This design comes from an exercise in tuning for small area, a short achievable clock period and few clock cycles per item on the open sky130 flow, not from production work.
Function was checked by simulation only, so behaviour that the tests miss may differ from the original.
Power and IR drop assume default switching activity.

// idct_block
module idct_block (
    input  logic        CLOCK,
    input  logic        Resetn,
    input  logic        in_valid,
    input  logic [15:0] in_data,
    output logic        in_ready,
    output logic        out_valid,
    output logic [31:0] out_data,
    input  logic        out_ready
);
    logic [2:0]  ph;           
    logic [5:0]  wn;           
    logic        xv;           
    logic        ldp;          
    logic [2:0]  ldk;          
    logic        sv;           
    logic [2:0]  sk;           
    logic        w_xfer;       
    logic        sfull;        
    logic        obv;          
    logic [5:0]  ow;           
    logic        out_load;
    logic        obe;
    logic        in_take;
    logic        d_act, d_first, d_xfer;
    logic [5:0]  wn_nx;
    logic        pv1;          
    logic        w_act, w_first, w_cp;
    logic [2:0]  w_k;
    logic        d_cp;
    logic [7:0]  m0;           
    logic        done_all;
    logic        clr0, cpy0;   
    assign in_take  = in_valid && in_ready;
    assign set_sready = (ph == 3'd4) && d_act && (sk == 3'd7);
    assign wn_nx    = wn + {5'd0, in_take};
    logic        o_src_s, sready, obusy, o_start, o_last, set_sready;
    assign out_load = obv && (ph + 3'd1 == ow[2:0]) && (!out_valid || out_ready);
    assign o_last   = out_load && (ow == 6'd63);
    assign o_start  = sready && (!obv || o_last);
    assign o_src_s  = (ow[5:3] == 3'd0);
    assign done_all = &(m0 | {((clr0 || cpy0) && (ph == 3'd4)), 7'd0});
    assign obe      = !obusy;    
    always_comb begin
        d_act = 1'b0; d_first = 1'b0; d_xfer = 1'b0; d_cp = !done_all;
        if (!done_all) begin
            d_act = 1'b0;
        end else if (sv && (sk != 3'd0)) begin
            d_act = 1'b1;
        end else if (sv && (!sfull || obe)) begin
            d_act = 1'b1; d_first = 1'b1; d_xfer = sfull;
        end else if (sfull && obe) begin
            d_xfer = 1'b1;
        end
  ...
Size: ~9400 cells after synthesis, ~3600 flip-flops, ~54 I/O pins.
Settings: LEC_CHECK=0, CAP_MARGIN=20, CORE_MARGIN=2, CORE_UTILIZATION=62, CTS_CLUSTER_DIAMETER=100, CTS_CLUSTER_SIZE=24, PLACE_DENSITY_LB_ADDON=0.15, SLEW_MARGIN=20; clock period 10.0 ns.
standard.sh (not shown) runs the stock make flow with config.mk's settings and CLKGATE_MAP_FILE= SYNTH_SCRIPT=/design/flow/synth_recipe.tcl, a recipe that flattens the netlist after the stock synthesis.
==> flow/flow/run.sh <==
#!/bin/bash
set -euo pipefail
W=$(cd "$(dirname "$0")/.." && pwd)
cd "$W"
MARGIN=6.6
{
  cat config.mk
  echo "export SETUP_SLACK_MARGIN = $MARGIN"
  echo "export BUFFER_PORTS_ARGS = -buffer_cell sky130_fd_sc_hd__buf_4"
} > flow_config.mk
sed "s|DESIGN_CONFIG=[^ ]*|DESIGN_CONFIG=$W/flow_config.mk|" standard.sh > flow_standard.sh
bash flow_standard.sh > flow_make.log 2>&1
The first run passed the timing, DRC and antenna checks.
Testbench counts at the start, summed over its fixed seeds: cycles 6,720, blocks 96.
Edit:
--- a/flow/flow/run.sh
+++ b/flow/flow/run.sh
@@ -5 +5 @@
-MARGIN=6.6
+MARGIN=6.4
--- a/flow/config.mk
+++ b/flow/config.mk
@@ -10 +10 @@
-export CORE_UTILIZATION = 62
+export CORE_UTILIZATION = 70
@@ -13 +13 @@
-export PLACE_DENSITY_LB_ADDON = 0.15
+export PLACE_DENSITY_LB_ADDON = 0.1
Result:
- The changed run went through all stages and came out clean
- setup slack loses 0.048 ns
- synthesized cell count is unchanged
- sequential share of layout area came out higher by 0.82 points
- clock-buffer cell count came out lower by 3
- final area came out lower by 1.5%
- area after synthesis is unchanged
- final cell count came out lower by 2.9%
- sequential power stays flat
- global-route usage came out higher by 7.1 points
- hold slack gains 0.0053 ns

========
the previous run:
idct_block again, from the RTL that the note above started with.
Settings: LEC_CHECK=0, CAP_MARGIN=20, CORE_MARGIN=2, CORE_UTILIZATION=62, CTS_CLUSTER_DIAMETER=100, CTS_CLUSTER_SIZE=24, PLACE_DENSITY_LB_ADDON=0.15, SLEW_MARGIN=20; clock period 10.0 ns.
==> flow/flow/run.sh <==
#!/bin/bash
set -euo pipefail
W=$(cd "$(dirname "$0")/.." && pwd)
cd "$W"
MARGIN=6.4
{ cat config.mk; echo "export SETUP_SLACK_MARGIN = $MARGIN"; } > flow_config.mk
sed "s|DESIGN_CONFIG=[^ ]*|DESIGN_CONFIG=$W/flow_config.mk|" standard.sh > flow_standard.sh
bash flow_standard.sh > flow_make.log 2>&1
Testbench counts of the previous run, summed over its fixed seeds: cycles 6,720, blocks 96.
Here is what was changed in the inputs of the current run compared with the previous run.
==> flow/flow/run.sh <==
#!/bin/bash
set -euo pipefail
W=$(cd "$(dirname "$0")/.." && pwd)
cd "$W"
MARGIN=6.4
{
  cat config.mk
  echo "export SETUP_SLACK_MARGIN = $MARGIN"
  echo "export BUFFER_PORTS_ARGS = -buffer_cell sky130_fd_sc_hd__buf_4"
} > flow_config.mk
sed "s|DESIGN_CONFIG=[^ ]*|DESIGN_CONFIG=$W/flow_config.mk|" standard.sh > flow_standard.sh
bash flow_standard.sh > flow_make.log 2>&1
[summary]
Share of final layout cell area taken by clock buffers and inverters of the current run is on par with the previous run.
Count of non-filler cells in the finished layout delta (the previous run -> the current run): insignificant
Summary of the current run over the previous run: routed wire length saw a decrease, areal power density over the cells went up.
The sequential share of layout area of the previous run and that of the current run are within noise of each other.
Status: via count parity (the current run, the previous run)
The higher global-route usage of the previous run and the current run is in the previous run.

==> port drivers added, routing unchanged <==
No port has a modelled driver above. Below, the same layouts with a new extraction and two added sets of constraints.
Step 1 sets driving cells, clkbuf_16 on the clock port and buf_2 on the other inputs (assumed; they add their load-dependent delay and slew).
Step 2, shift: input delay + t, output delay - t, t = (earliest + latest rising clock arrival at the registers) / 2. This alone moves slack from input paths to output paths.
Three values: ideal, step 1, step 2; two values: the first two.
| run | shift t [ns] | setup slack, ns | worst setup path after step 2 | cell pins on the clock port's net |
|---|---|---|---|---|
| the first run of note 1 | 0.933 | 6.198 / 6.198 / 5.725 | input to register | 1 |
| the second run of note 1 | 0.952 | 6.150 / 6.150 / 5.624 | input to register | 1 |
| the previous run | 0.956 | 6.289 / 6.215 / 5.451 | input to register | 1 |
| the current run | 0.948 | 6.304 / 6.304 / 5.690 | input to register | 1 |
After both steps setup and hold are still met in every run listed. For the previous run, which loses most, drivers alone change the setup slack by -0.074 ns; drivers and shift together by -0.838 ns.
